What follows belongs to an exercise in optimizing a design on an open flow for small area; a production flow would make more cautious choices.
Where RTL was checked, it was by simulation tests only, not by an equivalence proof against the original.

## run 2
==> flow/design.v (excerpt) <==
module axi_dma_mc_sched #(
  parameter int NUM_CH     = 4,
  parameter int AXI_ADDR_W = 32,
  parameter int AXI_DATA_W = 128,
  parameter int LEN_W      = 24,
  parameter int MAX_BURST  = 16,
  parameter int MAX_OUT    = 8
) (
  input  logic                   clk,
  input  logic                   rst_n,
  input  logic [NUM_CH-1:0]            ch_req_valid,
  output logic [NUM_CH-1:0]            ch_req_ready,
  input  logic [NUM_CH*AXI_ADDR_W-1:0] ch_req_src,
  input  logic [NUM_CH*AXI_ADDR_W-1:0] ch_req_dst,
  input  logic [NUM_CH*LEN_W-1:0]      ch_req_len,
  output logic                         cmd_valid,
  input  logic                         cmd_ready,
  output logic [((NUM_CH > 1) ? $clog2(NUM_CH) : 1)-1:0] cmd_ch,
  output logic [AXI_ADDR_W-1:0]        cmd_src,
  output logic [AXI_ADDR_W-1:0]        cmd_dst,
  output logic [7:0]                   cmd_len,
  output logic                         cmd_last,
  input  logic                         cpl_valid,
  input  logic [((NUM_CH > 1) ? $clog2(NUM_CH) : 1)-1:0] cpl_ch,
  input  logic                         cpl_err,
  output logic [NUM_CH-1:0]      ch_busy,
  output logic [NUM_CH-1:0]      ch_done,
  output logic [NUM_CH-1:0]      ch_err,
  input  logic [NUM_CH-1:0]      intr_en,
  input  logic [NUM_CH-1:0]      intr_clr,
  output logic                   intr_pend,
  output logic                   proto_err
);
clock: 9.0 ns
lec_check: 0
cap_margin: 20
core_margin: 2
core_utilization: 40
slew_margin: 20
standard.sh (not shown) runs the stock make flow with config.mk's settings and CLKGATE_MAP_FILE= SYNTH_SCRIPT=/design/flow/synth_recipe.tcl, a recipe that flattens the netlist after the stock synthesis.
==> flow/flow/run.sh <==
#!/bin/bash
# Own layout flow: the standard ORFS flow (standard.sh), with
#  - synthesis run unchanged except for an area-oriented ABC mapping script
#    (registers are mapped by dfflibmap before ABC, so they are the standard ones);
#  - port buffers of the smallest buffer cell;
#  - a clock tree from small clock buffers, without dummy loads.
# Each tool's output goes to a log file of its own in the work folder.
set -euo pipefail
W=$(pwd)
rm -rf "$W/orfs_scripts"
cp -r "$FLOW_HOME/scripts" "$W/orfs_scripts"
cp "$W/flow/abc_area.script" "$W/orfs_scripts/abc_area.script"
bash standard.sh SCRIPTS_DIR="$W/orfs_scripts" ABC_AREA=1 synth > "$W/flow_synth.log" 2>&1
source "$W/flow/knobs.sh"
bash standard.sh "${KNOBS[@]}" finish > "$W/flow_layout.log" 2>&1
==> flow/flow/abc_area.script <==
strash; &get -n; &fraig -x; &put; scorr; dc2; dretime; strash; &get -n; &dch -f; &nf -R 1000; &put; topo
==> flow/flow/knobs.sh <==
KNOBS=(
  "BUFFER_PORTS_ARGS=-buffer_cell sky130_fd_sc_hd__buf_1"
  "CTS_ARGS=-sink_clustering_enable -repair_clock_nets -dont_use_dummy_load -buf_list {sky130_fd_sc_hd__clkbuf_4 sky130_fd_sc_hd__clkbuf_8}"
)
Here is what was changed in the inputs of run 3 compared with run 2.
==> flow/flow/knobs.sh <==
KNOBS=(
  "BUFFER_PORTS_ARGS=-buffer_cell sky130_fd_sc_hd__buf_1"
  "CTS_ARGS=-sink_clustering_enable -repair_clock_nets -dont_use_dummy_load -buf_list sky130_fd_sc_hd__clkbuf_4 sky130_fd_sc_hd__clkbuf_8"
)
Results
Run 2: done, clean on timing, DRC and antenna
No final results exist for run 3, since it was stopped by error STA-0564 during clock tree synthesis.
Run 3 -> run 2: proportion of synthesized area in mux cells delta 0, exact match
Run 3 against run 2: count of placed standard cells including taps saw little to no change, worst slack at placement saw little to no change.
Reported for run 2 and run 3, simple-gate share of the synthesized area turned out identical to the last digit.
As far as xor/xnor share of the synthesized area goes, run 3 and run 2 are indistinguishable; the numbers are identical.
Run 3 -> run 2: starting density of the core delta 0, exact match
Run 2 → run 3: gate count of the mapped netlist did not really move; quantity of I/O buffers inserted on ports was more or less identical.
Re proportion of synthesized flip-flops having asynchronous set or reset: no difference whatsoever between run 3 and run 2.
For number of distinct library cells after synthesis, run 3 and run 2 come out practically identical.
No run of this note included a check of the RTL's function; only the layout flow was run.

* * *

The RTL this note starts from:
==> flow/design.v <==
module axi_dma_mc_sched #(
  parameter int NUM_CH     = 4,
  parameter int AXI_ADDR_W = 32,
  parameter int AXI_DATA_W = 128,
  parameter int LEN_W      = 24,
  parameter int MAX_BURST  = 16,
  parameter int MAX_OUT    = 8
) (
  input  logic                   clk,
  input  logic                   rst_n,
  input  logic [NUM_CH-1:0]            ch_req_valid,
  output logic [NUM_CH-1:0]            ch_req_ready,
  input  logic [NUM_CH*AXI_ADDR_W-1:0] ch_req_src,
  input  logic [NUM_CH*AXI_ADDR_W-1:0] ch_req_dst,
  input  logic [NUM_CH*LEN_W-1:0]      ch_req_len,
  output logic                         cmd_valid,
  input  logic                         cmd_ready,
  output logic [((NUM_CH > 1) ? $clog2(NUM_CH) : 1)-1:0] cmd_ch,
  output logic [AXI_ADDR_W-1:0]        cmd_src,
  output logic [AXI_ADDR_W-1:0]        cmd_dst,
  output logic [7:0]                   cmd_len,
  output logic                         cmd_last,
  input  logic                         cpl_valid,
  input  logic [((NUM_CH > 1) ? $clog2(NUM_CH) : 1)-1:0] cpl_ch,
  input  logic                         cpl_err,
  output logic [NUM_CH-1:0]      ch_busy,
  output logic [NUM_CH-1:0]      ch_done,
  output logic [NUM_CH-1:0]      ch_err,
  input  logic [NUM_CH-1:0]      intr_en,
  input  logic [NUM_CH-1:0]      intr_clr,
  output logic                   intr_pend,
  output logic                   proto_err
);
  localparam int AW = 28;
  localparam int RW = 20;
  logic [3:0]    busy_q, iss_q, done_q, err_q, stat_q;
  logic [3:0]    out_q [4];
  logic          intr_pend_q, proto_err_q, cmd_valid_q;
  logic [1:0]    ptr_q;
  logic [AW-1:0] src_q [4];
  logic [AW-1:0] dst_q [4];
  logic [RW-1:0] rem_q [4];
  logic [AW-1:0] cmd_src_q, cmd_dst_q;
  logic [3:0]    cmd_len_q;
  logic          cmd_last_q;
  logic [3:0] elig, gnt;
  logic [1:0] gnt_idx;
  logic       any_elig, take, load;
  always_comb begin
    for (int i = 0; i < 4; i++) elig[i] = iss_q[i] & ~out_q[i][3];
  end
  always_comb begin
    case (ptr_q)
      2'd0: gnt = elig[1] ? 4'b0010 : elig[2] ? 4'b0100 : elig[3] ? 4'b1000 : {3'b000, elig[0]};
      2'd1: gnt = elig[2] ? 4'b0100 : elig[3] ? 4'b1000 : elig[0] ? 4'b0001 : {2'b00, elig[1], 1'b0};
      2'd2: gnt = elig[3] ? 4'b1000 : elig[0] ? 4'b0001 : elig[1] ? 4'b0010 : {1'b0, elig[2], 2'b00};
      default: gnt = elig[0] ? 4'b0001 : elig[1] ? 4'b0010 : elig[2] ? 4'b0100 : {elig[3], 3'b000};
    endcase
    gnt_idx  = {gnt[3] | gnt[2], gnt[3] | gnt[1]};
    any_elig = |elig;
  end
  assign take = ~cmd_valid_q | cmd_ready;
  assign load = any_elig & take;
  logic [3:0] sel;
  assign sel = gnt & {4{take}};
  logic [AW-1:0] s_src, s_dst, n_src, n_dst;
  logic [RW-1:0] s_rem, n_rem;
  logic [3:0]    s_m1, d_m1, r_m1, m1;
  logic          r_small, c_sd, c_sr, c_dr, pick_s, pick_d, pick_r, last, pg_s, pg_d, rb;
  logic [4:0]    s_lo, d_lo, r_lo;
  logic [AW-5:0] s_hi_inc, d_hi_inc;
  logic [RW-5:0] r_hi_dec;
  always_comb begin
    s_src = '0;
    s_dst = '0;
    s_rem = '0;
    for (int i = 0; i < 4; i++) begin
      s_src = s_src | ({AW{sel[i]}} & ~src_q[i]);
      s_dst = s_dst | ({AW{sel[i]}} & ~dst_q[i]);
      s_rem = s_rem | ({RW{sel[i]}} & ~rem_q[i]);
    end
    s_m1    = (s_src[7:4] == 4'hF) ? ~s_src[3:0] : 4'hF;
    d_m1    = (s_dst[7:4] == 4'hF) ? ~s_dst[3:0] : 4'hF;
    r_m1    = (s_rem[RW-1:4] == '0) ? (s_rem[3:0] - 4'd1) : 4'hF;
    r_small = (s_rem[RW-1:5] == '0) && (!s_rem[4] || (s_rem[3:0] == 4'd0));
    c_sd    = (s_m1 <= d_m1);
    c_sr    = (s_m1 < r_m1);
    c_dr    = (d_m1 < r_m1);
    pick_s  = c_sd & c_sr;
    pick_d  = ~c_sd & c_dr;
    pick_r  = ~(pick_s | pick_d);
    m1      = ({4{pick_s}} & s_m1) | ({4{pick_d}} & d_m1) | ({4{pick_r}} & r_m1);
    last    = r_small & pick_r;
    pg_s    = (s_src[7:4] == 4'hF) & c_sd & ~(r_m1 < s_m1);
    pg_d    = (s_dst[7:4] == 4'hF) & ~c_sd & c_dr | (s_dst[7:4] == 4'hF) & (d_m1 == s_m1) & ~(r_m1 < d_m1);
    n_src   = {s_src[AW-1:8] + {{(AW-9){1'b0}}, pg_s}, s_src[7:0] + {4'd0, m1} + 8'd1};
    n_dst   = {s_dst[AW-1:8] + {{(AW-9){1'b0}}, pg_d}, s_dst[7:0] + {4'd0, m1} + 8'd1};
    rb      = (s_rem[3:0] <= s_m1) & (s_rem[3:0] <= d_m1) & (s_rem[3:0] <= r_m1);
    n_rem   = {s_rem[RW-1:4] - {{(RW-5){1'b0}}, rb}, s_rem[3:0] - m1 - 4'd1};
  end
  always_ff @(posedge clk) begin
    for (int i = 0; i < 4; i++) begin
      logic ld, up, hd;
      ld = ~busy_q[i];
      up = sel[i];
      hd = busy_q[i] & ~sel[i];
      src_q[i] <= ~(({AW{ld}} & ch_req_src[i*32+4 +: AW]) | ({AW{up}} & n_src) | ({AW{hd}} & ~src_q[i]));
      dst_q[i] <= ~(({AW{ld}} & ch_req_dst[i*32+4 +: AW]) | ({AW{up}} & n_dst) | ({AW{hd}} & ~dst_q[i]));
      rem_q[i] <= ~(({RW{ld}} & ch_req_len[i*24+4 +: RW]) | ({RW{up}} & n_rem) | ({RW{hd}} & ~rem_q[i]));
    end
  end
  always_ff @(posedge clk) begin
    cmd_src_q  <= s_src | ({AW{~take}} & cmd_src_q);
    cmd_dst_q  <= s_dst | ({AW{~take}} & cmd_dst_q);
    if (take) begin
      cmd_len_q  <= m1;
      cmd_last_q <= last;
    end
  end
  logic [3:0] cpl_hit, dec, acc, zlen, issue_now, cnt_up, cnt_dn;
  logic [3:0] out_d [4];
  logic [3:0] stat_d;
  always_comb begin
    for (int i = 0; i < 4; i++) begin
      cpl_hit[i]   = cpl_valid && (cpl_ch == 2'(i));
      dec[i]       = cpl_hit[i] && (out_q[i] != 4'd0);
      acc[i]       = ~busy_q[i] & ch_req_valid[i];
      zlen[i]      = (ch_req_len[i*24+4 +: RW] == '0);
      issue_now[i] = sel[i];
      cnt_up[i]    = issue_now[i] & ~dec[i];
      cnt_dn[i]    = dec[i] & ~issue_now[i];
      out_d[i][0]  = out_q[i][0] ^ (cnt_up[i] | cnt_dn[i]);
      out_d[i][1]  = out_q[i][1] ^ (cnt_up[i] & out_q[i][0] | cnt_dn[i] & ~out_q[i][0]);
      out_d[i][2]  = out_q[i][2] ^ (cnt_up[i] & (&out_q[i][1:0]) | cnt_dn[i] & ~(|out_q[i][1:0]));
      out_d[i][3]  = out_q[i][3] ^ (cnt_up[i] & (&out_q[i][2:0]) | cnt_dn[i] & ~(|out_q[i][2:0]));
      stat_d[i]    = (stat_q[i] & ~intr_clr[i]) | done_q[i];
    end
  end
  always_ff @(posedge clk or negedge rst_n) begin
    if (!rst_n) begin
      busy_q      <= '0;
      iss_q       <= '0;
      done_q      <= '0;
      err_q       <= '0;
      stat_q      <= '0;
      for (int i = 0; i < 4; i++) out_q[i] <= '0;
      intr_pend_q <= 1'b0;
      proto_err_q <= 1'b0;
      cmd_valid_q <= 1'b0;
      ptr_q       <= 2'd0;
    end else begin
      for (int i = 0; i < 4; i++) begin
        out_q[i] <= out_d[i];
        err_q[i] <= acc[i] ? 1'b0 : (err_q[i] | (dec[i] & cpl_err));
        if (!busy_q[i]) begin
          busy_q[i] <= ch_req_valid[i];
          iss_q[i]  <= ch_req_valid[i] & ~zlen[i];
          done_q[i] <= ch_req_valid[i] & zlen[i];
        end else if (iss_q[i]) begin
          if (issue_now[i] && last) iss_q[i] <= 1'b0;
          done_q[i] <= 1'b0;
        end else begin
          if (done_q[i]) begin
            busy_q[i] <= 1'b0;
            done_q[i] <= 1'b0;
          end else begin
            done_q[i] <= (out_q[i] == 4'd0) | ((out_q[i] == 4'd1) & cpl_hit[i]);
          end
        end
      end
      stat_q      <= stat_d;
      intr_pend_q <= |(stat_d & intr_en);
      proto_err_q <= proto_err_q | (|(cpl_hit & ~dec));
      if (take) cmd_valid_q <= any_elig;
      if (load) ptr_q <= gnt_idx;
    end
  end
  assign ch_req_ready = ~busy_q;
  assign ch_busy      = busy_q;
  assign ch_done      = done_q;
  assign ch_err       = err_q;
  assign intr_pend    = intr_pend_q;
  assign proto_err    = proto_err_q;
  assign cmd_valid    = cmd_valid_q;
  assign cmd_ch       = ptr_q;
  assign cmd_src      = {cmd_src_q, 4'd0};
  assign cmd_dst      = {cmd_dst_q, 4'd0};
  assign cmd_len      = {4'd0, cmd_len_q};
  assign cmd_last     = cmd_last_q;
endmodule
Settings: LEC_CHECK=0, CAP_MARGIN=20, CORE_MARGIN=2, CORE_UTILIZATION=66, SLEW_MARGIN=20; clock period 9.0 ns.
==> flow/flow/run.sh <==
#!/bin/bash
# Own layout flow: the standard ORFS flow (standard.sh), with
#  - synthesis run unchanged except that ABC uses an area-oriented mapping script
#    (flow/abc_area.script) and Yosys does not pre-extract half/full adder cells, so
#    ABC maps that logic too. Registers are mapped by dfflibmap before ABC, so they
#    are the standard synthesis's registers, with the same names and cells;
#  - port buffers of the smallest buffer cell;
#  - a clock tree of clkbuf_8 cells, without dummy loads.
# Each tool's output goes to a log file of its own in the work folder.
set -euo pipefail
W=$(pwd)
rm -rf "$W/orfs_scripts"
cp -r "$FLOW_HOME/scripts" "$W/orfs_scripts"
cp "$W/flow/abc_area.script" "$W/orfs_scripts/abc_area.script"
bash standard.sh SCRIPTS_DIR="$W/orfs_scripts" ABC_AREA=1 ADDER_MAP_FILE= synth > "$W/flow_synth.log" 2>&1
source "$W/flow/knobs.sh"
bash standard.sh "${KNOBS[@]}" finish > "$W/flow_layout.log" 2>&1
==> flow/flow/abc_area.script <==
strash; &get -n; &fraig -x; &put; scorr; dc2; dretime; strash; &get -n; &dch -f; &nf -R 1000; &put; strash; dc2; &get -n; &dch -f; &nf -R 1000; &put; strash; &get -n; &dch -f; &nf -R 1000 -p; &put; topo
==> flow/flow/knobs.sh <==
KNOBS=(
  "BUFFER_PORTS_ARGS=-buffer_cell sky130_fd_sc_hd__buf_1"
  "CTS_ARGS=-sink_clustering_enable -repair_clock_nets -dont_use_dummy_load -sink_clustering_size 16 -sink_clustering_max_diameter 60 -buf_list {sky130_fd_sc_hd__clkbuf_8}"
)
The first run ran to the end with no violations.
Next try:
- CORE_UTILIZATION: 66 -> 60
Result:
- cell count is higher slightly
- routed wire length shrinks slightly
- worst setup slack gets worse by 0.027 ns

==> port drivers added, routing unchanged <==
In the flow no input, the clock included, has a driving cell. The finished layouts below were timed again as built, in two steps.
Step 1 sets driving cells, clkbuf_16 on the clock port and buf_2 on the other inputs (assumed; they add their load-dependent delay and slew).
Step 2 moves the port delays by t, midway between the first and last clock arrival at a register: inputs arrive t later, outputs are due t later. That takes back most of the time a late clock gives input paths.
Three values: ideal, step 1, step 2; two values: the first two.
run	shift t [ns]	setup slack, ns	pins driven straight from the clock port
run 2	0.676	0.443 / 0.443 / 0.443	1
the first run of note 2	0.646	0.720 / 0.744 / 0.098	1
the second run of note 2	0.599	0.692 / 0.719 / 0.120	1
After both steps every run listed still meets setup and hold. The setup slack of the first run of note 2, which loses most, moves by +0.024 ns with the drivers and by -0.622 ns with both steps.
